This is an optimization exercise on Yosys and OpenROAD, whose aim is small area and a short achievable clock period, not a production implementation.
Only simulation tests tie the RTL to the original design; equivalence was not proved.
No activity file was given, so power comes from the tool's default toggle rates.

## flow/design.v (module list and top-level ports; edited modules follow where they fit)
// module fused_mult_top: 2060 lines
// module fm_reg: 9 lines
// module fm_fa: 10 lines
// module fm_ha: 9 lines
module fused_mult_top (
	input  logic                     clk,
	input  logic                     reset,
	input  fused_mult_pkg::operand_t a,
	input  fused_mult_pkg::operand_t b,
	input  logic                     a_sign,
	input  logic                     b_sign,
	input  fused_mult_pkg::mode_t    mode,
	output fused_mult_pkg::result_t  result
);
  // ...
==> flow/flow/run.sh <==
#!/bin/bash
# The standard layout (the standard.sh, unchanged synthesis and steps),
# with plain buf_1 cells as the port buffers instead of the resizer's
# default pick (a clock delay buffer).
export BUFFER_PORTS_ARGS="-buffer_cell sky130_fd_sc_hd__buf_1"
bash standard.sh > standard.log 2>&1
==> flow/standard.sh <==
#!/bin/bash
# synth_recipe.tcl (not shown) runs the flow's synth.tcl, then flattens the netlist and writes it again
# the make line also repeats each setting of config.mk as NAME=value (left out here)
make -C /OpenROAD-flow-scripts/flow DESIGN_CONFIG=/design/flow/config.mk WORK_HOME=/design/flow/orfs CLKGATE_MAP_FILE= SYNTH_SCRIPT=/design/flow/synth_recipe.tcl "${@:-finish}"
==> flow/config.mk <==
export PLATFORM = sky130hd
export DESIGN_NAME = fused_mult_top
export DESIGN_NICKNAME = fused_mult_top
export VERILOG_FILES = /design/flow/design.v
export SDC_FILE = /design/flow/constraint.sdc
export NUM_CORES = 4
export LEC_CHECK = 0
export CAP_MARGIN = 20
export CORE_MARGIN = 2
export CORE_UTILIZATION = 60
export CTS_CLUSTER_DIAMETER = 100
export CTS_CLUSTER_SIZE = 30
export PLACE_DENSITY = 0.75
export SETUP_SLACK_MARGIN = 5
export SLEW_MARGIN = 20
export SYNTH_HIERARCHICAL = 1
export SYNTH_MINIMUM_KEEP_SIZE = 0
==> flow/constraint.sdc <==
create_clock -name core_clock -period 11.0 [get_ports {clk}]
set_input_delay 2.2000 -clock core_clock [delete_from_list [all_inputs] [get_ports {clk}]]
set_output_delay 2.2000 -clock core_clock [all_outputs]
set_load 0.01 [all_outputs]
==> impl_metrics.toml, run 1 <==
[detailed_routing]
wl_per_cell_microns = 30.75
postRouteAntennaNets = 0
firstDrtPassIters = 9
dr_wl_met2_microns = 45550
route.vias.total = 22370
routed_wl_microns = 101400
drc = 0

[power]
p_comb_share_pct = 81.2
total_power_w = 0.01087
powerDensity_nw_per_um2 = 358.1

[cts]
htree_levels = 1
post_cts_buffers = 13
cts_resized = 103
clockBufferDepth = 3
clk_pin_slew_ps = 110
cts_buffers = 14

[floorplanning]
die_y_microns = 219.4
initial_core_util_pct = 61.06
fp.dieW_microns = 219.4

[final_layout]
n_all_inverters = 28
area_share_nonclk_buffers_pct = 5.010
comb.multi_input.count = 2191

[critical_path]
cp.arrival_ps = 6500
r2r_start = "bq[53]"

[status]
status = "complete, no violations"

[synthesis]
synth_compound_area_share_pct = 8.021
yosysMostFrequentCell = "fa_1"
synth.avg_cell_area_sq_um = 10.47
synth_edf_count = 0
post-synth-top-area-cell = "fa_1"
syn_nets = 3395
ys_async_sr_fraction_pct = 0
synth_top_cell_area_share_pct = 37.84

[grt]
grt_use_met2_pct = 66.08
grt_overflow = 0
grt_most_used_layer = "met2"

[sta]
setup_violations = 0
fmax_mhz = 164.1
min_period_ps = 6095
hold_violations = 0
slew_headroom_pct = 24.30

[place]
dpl.hpwl_microns = 74870
place_congestion = 1.031

[hold_path]
hold_path_depth = 1
==> run 2, diff against run 1 <==
--- a/flow/config.mk
+++ b/flow/config.mk
@@ -7,10 +7,11 @@
 export LEC_CHECK = 0
 export CAP_MARGIN = 20
 export CORE_MARGIN = 2
-export CORE_UTILIZATION = 60
+export CORE_UTILIZATION = 40
 export CTS_CLUSTER_DIAMETER = 100
 export CTS_CLUSTER_SIZE = 30
-export PLACE_DENSITY = 0.75
+export GPL_TIMING_DRIVEN = 1
+export PLACE_DENSITY = 0.6
 export SETUP_SLACK_MARGIN = 5
 export SLEW_MARGIN = 20
 export SYNTH_HIERARCHICAL = 1
==> impl_metrics.toml, run 2 <==
[final_layout]
regMostFlops = "row_q"
largestRegisters = "row_q (90), aq (54), bq (54)"
fin_cells = 3612
mostFrequentLayoutCell = "fa_1"
drive_above_1_share_pct = 9.590
nets = 3411
area_growth_pct = 8.749
largest_reg_flops = 90
ff_latch_area_sq_um = 4878
final_cell_mix = "474 x fa_1, 269 x and3_1, 219 x xnor2_1"
multi_input_area_sq_um = 22400
fillCellCount = 6642
post-route-util_pct = 44.05

[detailed_routing]
firstDrtPassIters = 6
wl_per_cell_microns = 29.05
initialDrtViolationCount = 2454
via_per_inst = 6.024
drc = 0
route.vias.total = 21760
routed_wl_microns = 104900
postRouteAntennaNets = 0

[place]
place_congestion = 0.9503
port_buffers = 158
pre_cts_ws_ps = 4139
dpl.hpwl_microns = 81080
dp_cells = 3566

[grt]
antenna_found_initial = 2
grtUsageMet3_pct = 4.976
grt_pass1_vias = 22920
grt_use_met2_pct = 46.02
grt_usage_pct = 29.28
grt_max_degree = 76
grtUsageMet1_pct = 39.68
grt_pass1_wl_microns = 153900
grt_most_used_layer = "met2"
grt_overflow = 0

[synthesis]
yosys_warnings = 10
ys_types = 63
synth_top_flop_cell = "dfxtp_1"
synth_top_cell_area_share_pct = 37.84
yosysSeqAreaShare_pct = 17.19
yosysMostFrequentCell = "fa_1"
synth_seq_cells = 239
syn_nets = 3395
synth_area_leaders = "fa_1 38%, dfxtp_1 17%, xnor2_1 7.2%"
ys_top_cells_by_count = "526 x fa_1, 269 x and3_1, 239 x dfxtp_1, 229 x xnor2_1, 173 x nand3_1"
ys_async_sr_fraction_pct = 0
synth_edf_count = 0
post-synth-top-area-cell = "fa_1"
synth.avg_cell_area_sq_um = 10.47
synth.cell_area_sq_um = 27830
syn_inst = 2658

[power]
vdd_ir_drop_max_mv = 0.3174
total_power_w = 0.01046
power.static_leakage_nw = 13.41
powerDensity_nw_per_um2 = 345.4

[cts]
insertion_delay_ps = 530
clk_pin_slew_ps = 110
cts.sinks = 239
cts_tree = "built"
cts_root_buf = "clkbuf_16"
clockBufferDepth = 3
htree_levels = 1
cts_buffers = 14

[critical_path]
worstSetupPathType = "register to register"
crit_required_ps = 11400
worst_r2r_endpoint = "row_q[1][6]"
r2r_slack_ps = 4920
cp-start-kind = "register"
reg2reg_depth = 13
r2r_start = "bq[23]"
cp.arrival_ps = 6480
critPathMaxFanout = 9
endpoint_kind = "register"

[floorplanning]
fp.dieW_microns = 267.8
core-area_sq_um = 68710
io_pins = 159
die_y_microns = 267.8
rows = 96
initial_core_util_pct = 40.51
die_area_sq_um = 71700

[hold_path]
min_to = "zero_q"
min_from = "rst_q"
min_path_type = "register to register"
hold_path_depth = 1

[sta]
min_period_ps = 6084
postLayoutSetupSlackWorst_ps = 4916
drv_slew = 0
tightest_slew_ps = 1014
slew_headroom_pct = 32.21
tns_ps = 0
hold_violations = 0
finClkSkew_ps = 55.56
fmax_mhz = 164.4
finalCritPeriodShare_pct = 55.31
setup_violations = 0
rsz0062_at_grt = "true"

[status]
status = "complete, no violations"

[flow_run]
timing.max_cap.violations = 0
[run 2: per-module statistics from Yosys, one instance, submodules excluded, a selection]
module,cells,times used
fm_fa,1,525
fused_mult_top,2041,1
fm_ha,1,53
[run 2: cell type report]
cell class              count  share of cell area, %
clock buffers              15                  1.240
multi-input cells        2191                  74.01
diodes                      1               0.008268
flip-flops and latches    239                  16.12
inverters                  28                 0.3473
repair buffers            200                  4.080
well taps                 931                  3.849
clock inverters             7                 0.3431
[run 2: logic make-up after synthesis]
group                      share of synthesized area (%)
and+or+nand+nor                                    17.22
buffers and inverters                              3.143
muxes                                              4.487
xor gates and xnor gates                           7.742
adders and majority gates                          42.20
AOI/OAI and AO/OA                                  8.020
DFF                                                17.19
[run 2: worst max-delay path, stage by stage (launching register included)]
cell     delay (ps)
dfxtp_1         660
nand2_1         120
xnor2_1         260
fa_1            480
fa_1            450
fa_1            450
fa_1            440
fa_1            510
fa_1            530
a22o_1          250
fa_1            390
fa_1            410
fa_1            570
fa_1            410
[run 2: what timing repair did]
| action | CTS | global route |
|---|---|---|
| setup endpoints to repair | 40 | 21 |
| hold buffers | 0 | 0 |
| setup buffers | 11 | 4 |
| cloned | 7 | 1 |
| pin swaps | 4 | 9 |
| resized for setup | 93 | 56 |
[run 2: power by group]
part	internal (W)	switching (W)
registers	0.00120	0.000234
logic	0.00361	0.00480
clock network	0.000267	0.000337
total	0.00508	0.00537
[run 2: layer usage]
layer	vias up	wire length, microns	part of all wire (%)
met2	1421	46860	45
li1	9062	-	-
met1	11020	42610	41
met5	-	0	0
met4	0	5749	5.5
met3	258	9701	9.2
[run 2: through the flow]
step | hold WS, ps | instance area, sq um
after floorplan | 392.5 | 27840
after global placement | 400.2 | 29000
after detailed placement | 407.1 | 29000
after CTS | 433.0 | 30020
after global routing | 467.6 | 30270
final | 427.4 | 30270
[run 2: worst max-delay path by stage]
stage           startpoint  cells past startpoint      endpoint  slack [ps]
2_1_floorplan  u_ctl0.q[4]                     15   row_q[1][6]        5000
3_3_place_gp   u_ctl0.q[0]                     15   row_q[1][6]        4220
3_5_place_dp   u_ctl0.q[0]                     15   row_q[1][6]        4140
4_1_cts        u_ctl0.q[0]                     14  row_q[1][12]        4950
5_1_grt        u_ctl0.q[0]                     16   row_q[1][7]        4800
6_report            bq[23]                     13   row_q[1][6]        4920
==> run 3, diff against run 2 <==
--- a/flow/config.mk
+++ b/flow/config.mk
@@ -10,7 +10,6 @@
 export CORE_UTILIZATION = 40
 export CTS_CLUSTER_DIAMETER = 100
 export CTS_CLUSTER_SIZE = 30
-export GPL_TIMING_DRIVEN = 1
 export PLACE_DENSITY = 0.6
 export SETUP_SLACK_MARGIN = 5
 export SLEW_MARGIN = 20
==> impl_metrics.toml, run 3 <==
[synthesis]
synth_compound_area_share_pct = 8.021
synthXorXnorAreaFrac_pct = 7.742
post-synth-top-area-cell = "fa_1"
synth.area.mux_share_pct = 4.487
yosys_warnings = 10
ys_types = 63
synth_top_family_by_area = "adder cells"
synth_edf_count = 0
synthAdderAreaFrac_pct = 42.20
synth.avg_cell_area_sq_um = 10.47
synth_area_leaders = "fa_1 38%, dfxtp_1 17%, xnor2_1 7.2%"
synth.cell_area_sq_um = 27830
synth_top_cell_area_share_pct = 37.84
yosysMostFrequentCell = "fa_1"
ys_async_sr_fraction_pct = 0
ys_top_cells_by_count = "526 x fa_1, 269 x and3_1, 239 x dfxtp_1, 229 x xnor2_1, 173 x nand3_1"
synth_seq_cells = 239
yosysSeqAreaShare_pct = 17.19
synth_top_flop_cell = "dfxtp_1"
syn_inst = 2658
yosys.area_share.simple_pct = 17.22
syn_nets = 3395

[sta]
hold_violations = 0
min_period_ps = 6084
rsz0062_at_grt = "true"
hold_ws_ps = 427.4
fmax_mhz = 164.4
drv_slew = 0
slew_headroom_pct = 32.21
finClkSkew_ps = 55.56
finalCritPeriodShare_pct = 55.31
tns_ps = 0
tightest_slew_ps = 1014
setup_violations = 0

[critical_path]
critPathMaxFanout = 9
crit_required_ps = 11400
cp-start-kind = "register"
worstSetupPathType = "register to register"
r2r_slack_ps = 4920
r2r_start = "bq[23]"
endpoint_kind = "register"
cp.arrival_ps = 6480
critPathLaunch = "bq[23]"

[cts]
cts_root_buf = "clkbuf_16"
clk_pin_slew_ps = 110
cts_tree = "built"
clockBufferDepth = 3
insertion_delay_ps = 530
cts.sinks = 239
htree_levels = 1
ctsHoldBuffers = 0
cts_buffers = 14

[detailed_routing]
route.vias.total = 21760
drc = 0
wl_per_cell_microns = 29.05
initialDrtViolationCount = 2454
via_per_inst = 6.024
postRouteAntennaNets = 0
firstDrtPassIters = 6
routed_wl_microns = 104900

[grt]
grt_max_degree = 76
grt_usage_pct = 29.28
grt_pass1_vias = 22920
grt_overflow = 0
grt_pass1_wl_microns = 153900
antenna_found_initial = 2

[final_layout]
mostFrequentLayoutCell = "fa_1"
regMostFlops = "row_q"
largestRegisters = "row_q (90), aq (54), bq (54)"
largest_reg_flops = 90
area_growth_pct = 8.749
nets = 3411
drive_above_1_share_pct = 9.590
final_cell_mix = "474 x fa_1, 269 x and3_1, 219 x xnor2_1"

[floorplanning]
die_area_sq_um = 71700
die_y_microns = 267.8
io_pins = 159
rows = 96
initial_core_util_pct = 40.51
core-area_sq_um = 68710
fp.dieW_microns = 267.8

[power]
total_power_w = 0.01046
power.static_leakage_nw = 13.41
vdd_ir_drop_max_mv = 0.3174
powerDensity_nw_per_um2 = 345.4

[hold_path]
min_from = "rst_q"
min_path_type = "register to register"

[place]
dpl.hpwl_microns = 81080
place_congestion = 0.9503
port_buffers = 158

[flow_run]
timing.max_cap.violations = 0

[status]
status = "complete, no violations"
==> run 3: cell counts in the layout (fill, tap and decap cells not counted) <==
No cell type changed its count.
==> run 3: per-stage QoR <==
stage / std cells / utilization, % / area [sq um] / setup WS, ps
global route: 3612 / 44.05 / 30270 / 4803
floorplan: 2658 / - / 27840 / 5001
CTS: 3606 / 43.69 / 30020 / 4951
finish: 3612 / 44.05 / 30270 / 4916
global placement: 3566 / 42.21 / 29000 / 4225
detailed placement: 3566 / 42.21 / 29000 / 4139
==> run 3: what timing repair did <==
item	in CTS	in global routing
gates cloned	7	1
gates resized for setup	93	56
buffers inserted	11	4
pin swaps	4	9
setup endpoints to repair	40	21
==> run 3: area by class of cell <==
type / count / area [sq um]
multi-input combinational: 2191 / 22400
fill: 6642 / 38440
clock buffer: 15 / 375.4
timing repair buffer: 200 / 1235
clock inverter: 7 / 103.9
antenna: 1 / 2.502
inverter: 28 / 105.1
tap: 931 / 1165
sequential: 239 / 4878
==> run 3: worst paths after layout <==
| path | end | cells past startpoint |
|---|---|---|
| worst min register to register | zero_q | 1 |
| worst min-delay path | zero_q | 1 |
| worst max-delay path | row_q[1][6] | 13 |
| worst max register to register | row_q[1][6] | 13 |
==> run 3: worst max-delay path, cell delays in order (launching register included) <==
cell	delay, ps
dfxtp_1	660
nand2_1	120
xnor2_1	260
fa_1	480
fa_1	450
fa_1	450
fa_1	440
fa_1	510
fa_1	530
a22o_1	250
fa_1	390
fa_1	410
fa_1	570
fa_1	410
==> run 3: routing by layer <==
layer  global-route usage, %  vias to the layer above  part of all wire, %
met1                   39.68                    11020                   41
met5                       0                        -                    0
met3                   4.976                      258                  9.2
met2                   46.02                     1421                   45
li1                        -                     9062                    -
met4                   13.50                        0                  5.5
==> run 3: cells by family after synthesis <==
group / Yosys count
compound gates: 328
flops: 239
fa+ha+maj: 623
xor+xnor: 246
mux: 87
simple gates: 907
buf+inv: 228
==> run 3: report_power, final <==
group	internal (W)	switching, W	total [W]
Combinational	0.00361	0.00480	0.00841
Clock	0.000267	0.000337	0.000604
Sequential	0.00120	0.000234	0.00144
Total	0.00508	0.00537	0.0105
==> run 3: modules after synthesis, one instance, submodules excluded, a selection <==
module	cells inside	area, sq um	times used
fused_mult_top	2041	15880	1
fm_fa	1	20.02	525
fm_ha	1	12.51	53
==> run 4, diff against run 3 <==
--- a/flow/config.mk
+++ b/flow/config.mk
@@ -7,10 +7,10 @@
 export LEC_CHECK = 0
 export CAP_MARGIN = 20
 export CORE_MARGIN = 2
-export CORE_UTILIZATION = 40
+export CORE_UTILIZATION = 65
 export CTS_CLUSTER_DIAMETER = 100
 export CTS_CLUSTER_SIZE = 30
-export PLACE_DENSITY = 0.6
+export PLACE_DENSITY = 0.8
 export SETUP_SLACK_MARGIN = 5
 export SLEW_MARGIN = 20
 export SYNTH_HIERARCHICAL = 1
==> impl_metrics.toml, run 4 <==
[status]
status = "complete, no violations"

[floorplanning]
die_area_sq_um = 44490
die_y_microns = 210.9
rows = 75
fp.dieW_microns = 210.9
initial_core_util_pct = 66.05
io_pins = 159
core-area_sq_um = 42130

[place]
pre_cts_ws_ps = 4077
place_area_sq_um = 28510
place_congestion = 1.036
dp_cells = 3175
dpl.hpwl_microns = 72280
port_buffers = 158

[detailed_routing]
initialDrtViolationCount = 3206
drc = 0
postRouteAntennaNets = 0
routed_wl_microns = 98790
wl_per_cell_microns = 30.63
via_per_inst = 7.014
top_layer_used = "met4"
route.vias.total = 22620
firstDrtPassIters = 7
wl_met1_microns = 35120
dr_wl_met2_microns = 43600
wl_met3_microns = 12230

[synthesis]
synth.avg_cell_area_sq_um = 10.47
syn_inst = 2658
synth_top_cell_area_share_pct = 37.84
synth_seq_cells = 239
ys_types = 63
syn_nets = 3395
yosysMostFrequentCell = "fa_1"
synth_top_flop_cell = "dfxtp_1"
synth_area_leaders = "fa_1 38%, dfxtp_1 17%, xnor2_1 7.2%"
yosysSeqAreaShare_pct = 17.19
yosys_warnings = 10
synth.cell_area_sq_um = 27830
synth_edf_count = 0
ys_async_sr_fraction_pct = 0
ys_top_cells_by_count = "526 x fa_1, 269 x and3_1, 239 x dfxtp_1, 229 x xnor2_1, 173 x nand3_1"
post-synth-top-area-cell = "fa_1"

[cts]
clk_pin_slew_ps = 110
cts.sinks = 239
insertion_delay_ps = 550
htree_levels = 1
cts_root_buf = "clkbuf_16"
cts_buffers = 14
cts_tree = "built"
clockBufferDepth = 3

[sta]
finalCritPeriodShare_pct = 55.70
slew_headroom_pct = 31.27
rsz0062_at_grt = "true"
hold_violations = 0
tns_ps = 0
drv_slew = 0
fmax_mhz = 163.2
setup_violations = 0
postLayoutSetupSlackWorst_ps = 4873
finClkSkew_ps = 38.17
tightest_slew_ps = 1031
min_period_ps = 6127

[power]
power.static_leakage_nw = 13.41
vdd_ir_drop_max_mv = 0.3388
powerDensity_nw_per_um2 = 357.0

[grt]
grt_pass1_wl_microns = 142900
grt_usage_pct = 44.10
grt_max_degree = 100
grt_pass1_vias = 22860
antenna_found_initial = 2
grt_overflow = 0

[critical_path]
critPathMaxFanout = 9
worstSetupPathType = "register to register"
cp.arrival_ps = 6550
endpoint_kind = "register"
cp-start-kind = "register"
crit_required_ps = 11420

[final_layout]
regMostFlops = "row_q"
stdcell_area_sq_um = 30170
drive_above_1_share_pct = 11.25
nets = 3418
final_cell_mix = "436 x fa_1, 261 x and3_1, 223 x xnor2_1"
area_growth_pct = 8.403
post-route-util_pct = 71.60
largestRegisters = "row_q (90), aq (54), bq (54)"
fin_cells = 3225
mostFrequentLayoutCell = "fa_1"
largest_reg_flops = 90

[flow_run]
timing.max_cap.violations = 0

[hold_path]
min_path_type = "register to register"
[run 4: timing repair]
action | 4_1_cts | 5_1_grt
gates resized for setup | 93 | 92
setup endpoints to repair | 45 | 26
cloned | 9 | 5
pin swaps | 11 | 30
buffers inserted | 11 | 4
hold buffers | 0 | 0
[run 4: worst max-delay path, cell delays in order (launching register included)]
cell and delay, ps:
dfxtp_1 720, nand2_1 140, xnor2_1 200, fa_1 520
fa_1 470, fa_2 410, fa_1 410, fa_1 530
fa_2 540, a22o_4 290, fa_1 390, fa_2 390
fa_2 580, fa_1 410
[run 4: path summary, 6_finish.rpt]
kind / from / endpoint / slack [ps] / depth (start not counted)
worst min register to register: rst_q / zero_q / 430 / 1
worst max-delay path: aq[11] / row_q[1][6] / 4870 / 13
worst min-delay path: rst_q / zero_q / 430 / 1
worst max register to register: aq[11] / row_q[1][6] / 4870 / 13
[run 4: cells by family (layout without fill, tap and decap cells)]
group / after synthesis / count (layout) / share of synthesized area (%)
XOR/XNOR: 246 / 246 / 7.742
other: 0 / 1 / 0
AND/OR/NAND/NOR: 907 / 907 / 17.22
multiplexers: 87 / 87 / 4.487
adder cells (fa/ha/maj): 623 / 623 / 42.20
flip-flops: 239 / 239 / 17.19
AO/OA/AOI/OAI: 328 / 328 / 8.020
buffers and inverters: 228 / 255 / 3.143
[run 4: layout make-up]
class | instances | area (sq um)
antenna | 1 | 2.502
clock buffer | 16 | 400.4
clock inverter | 4 | 96.34
fill | 3046 | 11970
inverter | 28 | 105.1
multi-input combinational | 2191 | 22650
sequential | 239 | 4843
tap | 539 | 674.4
timing repair buffer | 207 | 1395
[run 4: report_power, final]
part	internal [W]	switching (W)	leakage, nW	total, W
Clock	0.000280	0.000329	0.237	0.000610
Combinational	0.00381	0.00493	11.2	0.00874
Sequential	0.00120	0.000221	2.00	0.00142
[run 4: Yosys stat by module (local to each module, per instance), excerpt]
module | cells | flops+latches | copies in the design
fused_mult_top | 2041 | 200 | 1
fm_ha | 1 | 0 | 53
fm_fa | 1 | 0 | 525
[run 4: metrics by stage]
step	hold WS, ps	total power [W]
after detailed placement	408.9	0.009356
final	430.4	0.01077
after global routing	443.6	0.01147
after global placement	401.1	0.009102
after floorplan	392.5	0.006435
after CTS	434.7	0.01027
[run 4: per-layer routing]
metal / global-route usage [%] / vias to the layer above
met3: 11.63 / 461
met5: 0 / -
li1: - / 9088
met4: 25.33 / 0
met2: 68.49 / 1927
met1: 56.45 / 11140
==> run 5, diff against run 4 <==
==> flow/config.mk (replaced) <==
export PLATFORM = sky130hd
export DESIGN_NAME = fused_mult_top
export DESIGN_NICKNAME = fused_mult_top
export VERILOG_FILES = /design/flow/design.v
export SDC_FILE = /design/flow/constraint.sdc
export NUM_CORES = 4
export LEC_CHECK = 0
export CAP_MARGIN = 5
export CORE_MARGIN = 2
export CORE_UTILIZATION = 40
export CTS_CLUSTER_DIAMETER = 100
export CTS_CLUSTER_SIZE = 30
export PLACE_DENSITY = 0.6
export SETUP_SLACK_MARGIN = 5
export SLEW_MARGIN = 5
export SYNTH_HIERARCHICAL = 1
export SYNTH_MINIMUM_KEEP_SIZE = 0
==> impl_metrics.toml, run 5 <==
[critical_path]
cp-start-kind = "register"
cp_common_cell = "fa_1"
max_stage_delay_ps = 660
r2r_slack_ps = 4920
crit_family = "adder cells"
crit_buf_inv = 0
endpoint_kind = "register"
worstSetupPathType = "register to register"
crit_chain = "nand2_1, xnor2_1, fa_1, fa_1, fa_1, fa_1, fa_1, fa_1, a22o_1, fa_1, fa_1, fa_1, fa_1"
crit_required_ps = 11400
crit_slowest_cell = "dfxtp_1"
cp.arrival_ps = 6480
critPathMaxFanout = 9

[flow_run]
timing.max_cap.violations = 0

[grt]
grt_overflow = 0
grt_usage_pct = 29.28
antenna_found_initial = 2
grt_pass1_vias = 22920
grt_max_degree = 76
grt_pass1_wl_microns = 153900

[floorplanning]
die_area_sq_um = 71700
core-area_sq_um = 68710
initial_core_util_pct = 40.51
fp.dieW_microns = 267.8
die_y_microns = 267.8
io_pins = 159
rows = 96

[detailed_routing]
route.vias.total = 21760
wl_met3_microns = 9701
drc = 0
firstDrtPassIters = 6
wl_per_cell_microns = 29.05
postRouteAntennaNets = 0
top_layer_used = "met4"
initialDrtViolationCount = 2454
via_per_inst = 6.024
wl_met1_microns = 42610
routed_wl_microns = 104900
dr_wl_met2_microns = 46860

[sta]
fmax_mhz = 164.4
min_period_ps = 6084
tns_ps = 0
finClkSkew_ps = 55.56
rsz0062_at_grt = "true"
setup_violations = 0
tightest_slew_ps = 1014
drv_slew = 0
finalCritPeriodShare_pct = 55.31
hold_violations = 0
slew_headroom_pct = 32.21

[synthesis]
syn_nets = 3395
synth_top_cell_area_share_pct = 37.84
ys_types = 63
yosys.area_share.simple_pct = 17.22
synth_top_family_by_area = "adder cells"
synth.cell_area_sq_um = 27830
synth_compound_area_share_pct = 8.021
syn_inst = 2658
synth_area_leaders = "fa_1 38%, dfxtp_1 17%, xnor2_1 7.2%"
yosysSeqAreaShare_pct = 17.19
synth_edf_count = 0
synthAdderAreaFrac_pct = 42.20
synthXorXnorAreaFrac_pct = 7.742
post-synth-top-area-cell = "fa_1"
synth.area.mux_share_pct = 4.487
synth_seq_cells = 239
ys_async_sr_fraction_pct = 0
ys_top_cells_by_count = "526 x fa_1, 269 x and3_1, 239 x dfxtp_1, 229 x xnor2_1, 173 x nand3_1"
synth.avg_cell_area_sq_um = 10.47
yosys_warnings = 10
synth_top_flop_cell = "dfxtp_1"
yosysMostFrequentCell = "fa_1"

[cts]
ctsHoldBuffers = 0
cts_tree = "built"
cts.sinks = 239
cts_buffers = 14
insertion_delay_ps = 530
clockBufferDepth = 3
cts_root_buf = "clkbuf_16"
clk_pin_slew_ps = 110
htree_levels = 1

[final_layout]
largest_reg_flops = 90
mostFrequentLayoutCell = "fa_1"
nets = 3411
post-route-util_pct = 44.05
drive_above_1_share_pct = 9.590
stdcell_area_sq_um = 30270
area_growth_pct = 8.749
regMostFlops = "row_q"
final_cell_mix = "474 x fa_1, 269 x and3_1, 219 x xnor2_1"
largestRegisters = "row_q (90), aq (54), bq (54)"
fin_cells = 3612

[hold_path]
min_path_type = "register to register"

[place]
dp_cells = 3566
dpl.hpwl_microns = 81080
place_congestion = 0.9503
place_area_sq_um = 29000
port_buffers = 158

[status]
status = "complete, no violations"

[power]
power.static_leakage_nw = 13.41
powerDensity_nw_per_um2 = 345.4
vdd_ir_drop_max_mv = 0.3174
total_power_w = 0.01046
## run 5: cell count changes in the layout (fill, tap and decap cells not counted), sizes merged
cell / change
buf: -5
clkbuf: -4
inv: +1
clkinv: +1
clkinvlp: +1
bufbuf: +1
## run 5: metal layers
metal,vias up,GRT usage [%]
met4,0,13.50
met1,11020,39.68
met2,1421,46.02
li1,9062,-
met3,258,4.976
met5,-,0
## run 5: layout make-up
type	instances	area, sq um
fillers	6642	38440
multi-input cells	2191	22400
flip-flops and latches	239	4878
repair buffers	200	1235
well taps	931	1165
clock buffers	15	375.4
inverters	28	105.1
clock inverters	7	103.9
diodes	1	2.502
## run 5: cell families (layout without fill, tap and decap cells)
logic type	Yosys count	in the layout
fa+ha+maj	623	623
xor+xnor	246	246
other cells	0	1
mux	87	87
simple gates	907	907
buf+inv	228	250
flops	239	239
compound gates	328	328
## run 5: final timing paths
check / from / endpoint / cells past startpoint
worst max-delay path: bq[23] / row_q[1][6] / 13
worst min-delay path: rst_q / zero_q / 1
worst max register to register: bq[23] / row_q[1][6] / 13
worst min register to register: rst_q / zero_q / 1
## run 5: repair_timing
action                     in CTS  in global routing
buffers inserted               11                  4
cloned                          7                  1
setup endpoints to repair      40                 21
pin swaps                       4                  9
gates resized for setup        93                 56
## run 5: power by group
group / switching [W] / internal (W) / total (W)
registers: 0.000234 / 0.00120 / 0.00144
logic: 0.00480 / 0.00361 / 0.00841
clock network: 0.000337 / 0.000267 / 0.000604
total: 0.00537 / 0.00508 / 0.0105
## run 5: stage by stage
stage	worst slack [ps]	hold WS [ps]
3_5_place_dp	4139	407.1
6_report	4916	427.4
3_3_place_gp	4225	400.2
5_1_grt	4803	467.6
2_1_floorplan	5001	392.5
4_1_cts	4951	433.0
## run 5: Yosys stat by module (local to each module, per instance), a selection
module,cells inside,copies in the design
fm_fa,1,525
fm_ha,1,53
fused_mult_top,2041,1

static timing again, ports no longer ideal:
The flow's constraints put no driver on any port. The routed layouts listed below were extracted and timed again, unchanged, in two steps.
Step 1, drivers: a clkbuf_16 drives clk and a buf_2 each remaining input, both assumed.
Step 2 times the ports against the registers' clock, not the clock port: input delays grow and output delays shrink by t, the midpoint of the rising clock arrivals with the driver on.
a / b / c = ideal ports / drivers / drivers and shift; a / b = the first two.
run	t (ns)	slack for setup (ns)	clock arrival spread, ns	worst slew at a driven data input, ns	cell pins on the clock port's net
run 1	0.593	4.905 / 4.905 / 4.905	0.064 / 0.065	0.07	1
run 2	0.567	4.916 / 4.916 / 4.916	0.055 / 0.056	0.07	1
run 3	0.567	4.916 / 4.916 / 4.916	0.055 / 0.056	0.07	1
run 4	0.589	4.873 / 4.873 / 4.873	0.038 / 0.039	0.07	1
run 5	0.567	4.916 / 4.916 / 4.916	0.055 / 0.056	0.07	1
After both steps setup and hold are still met in every run listed.
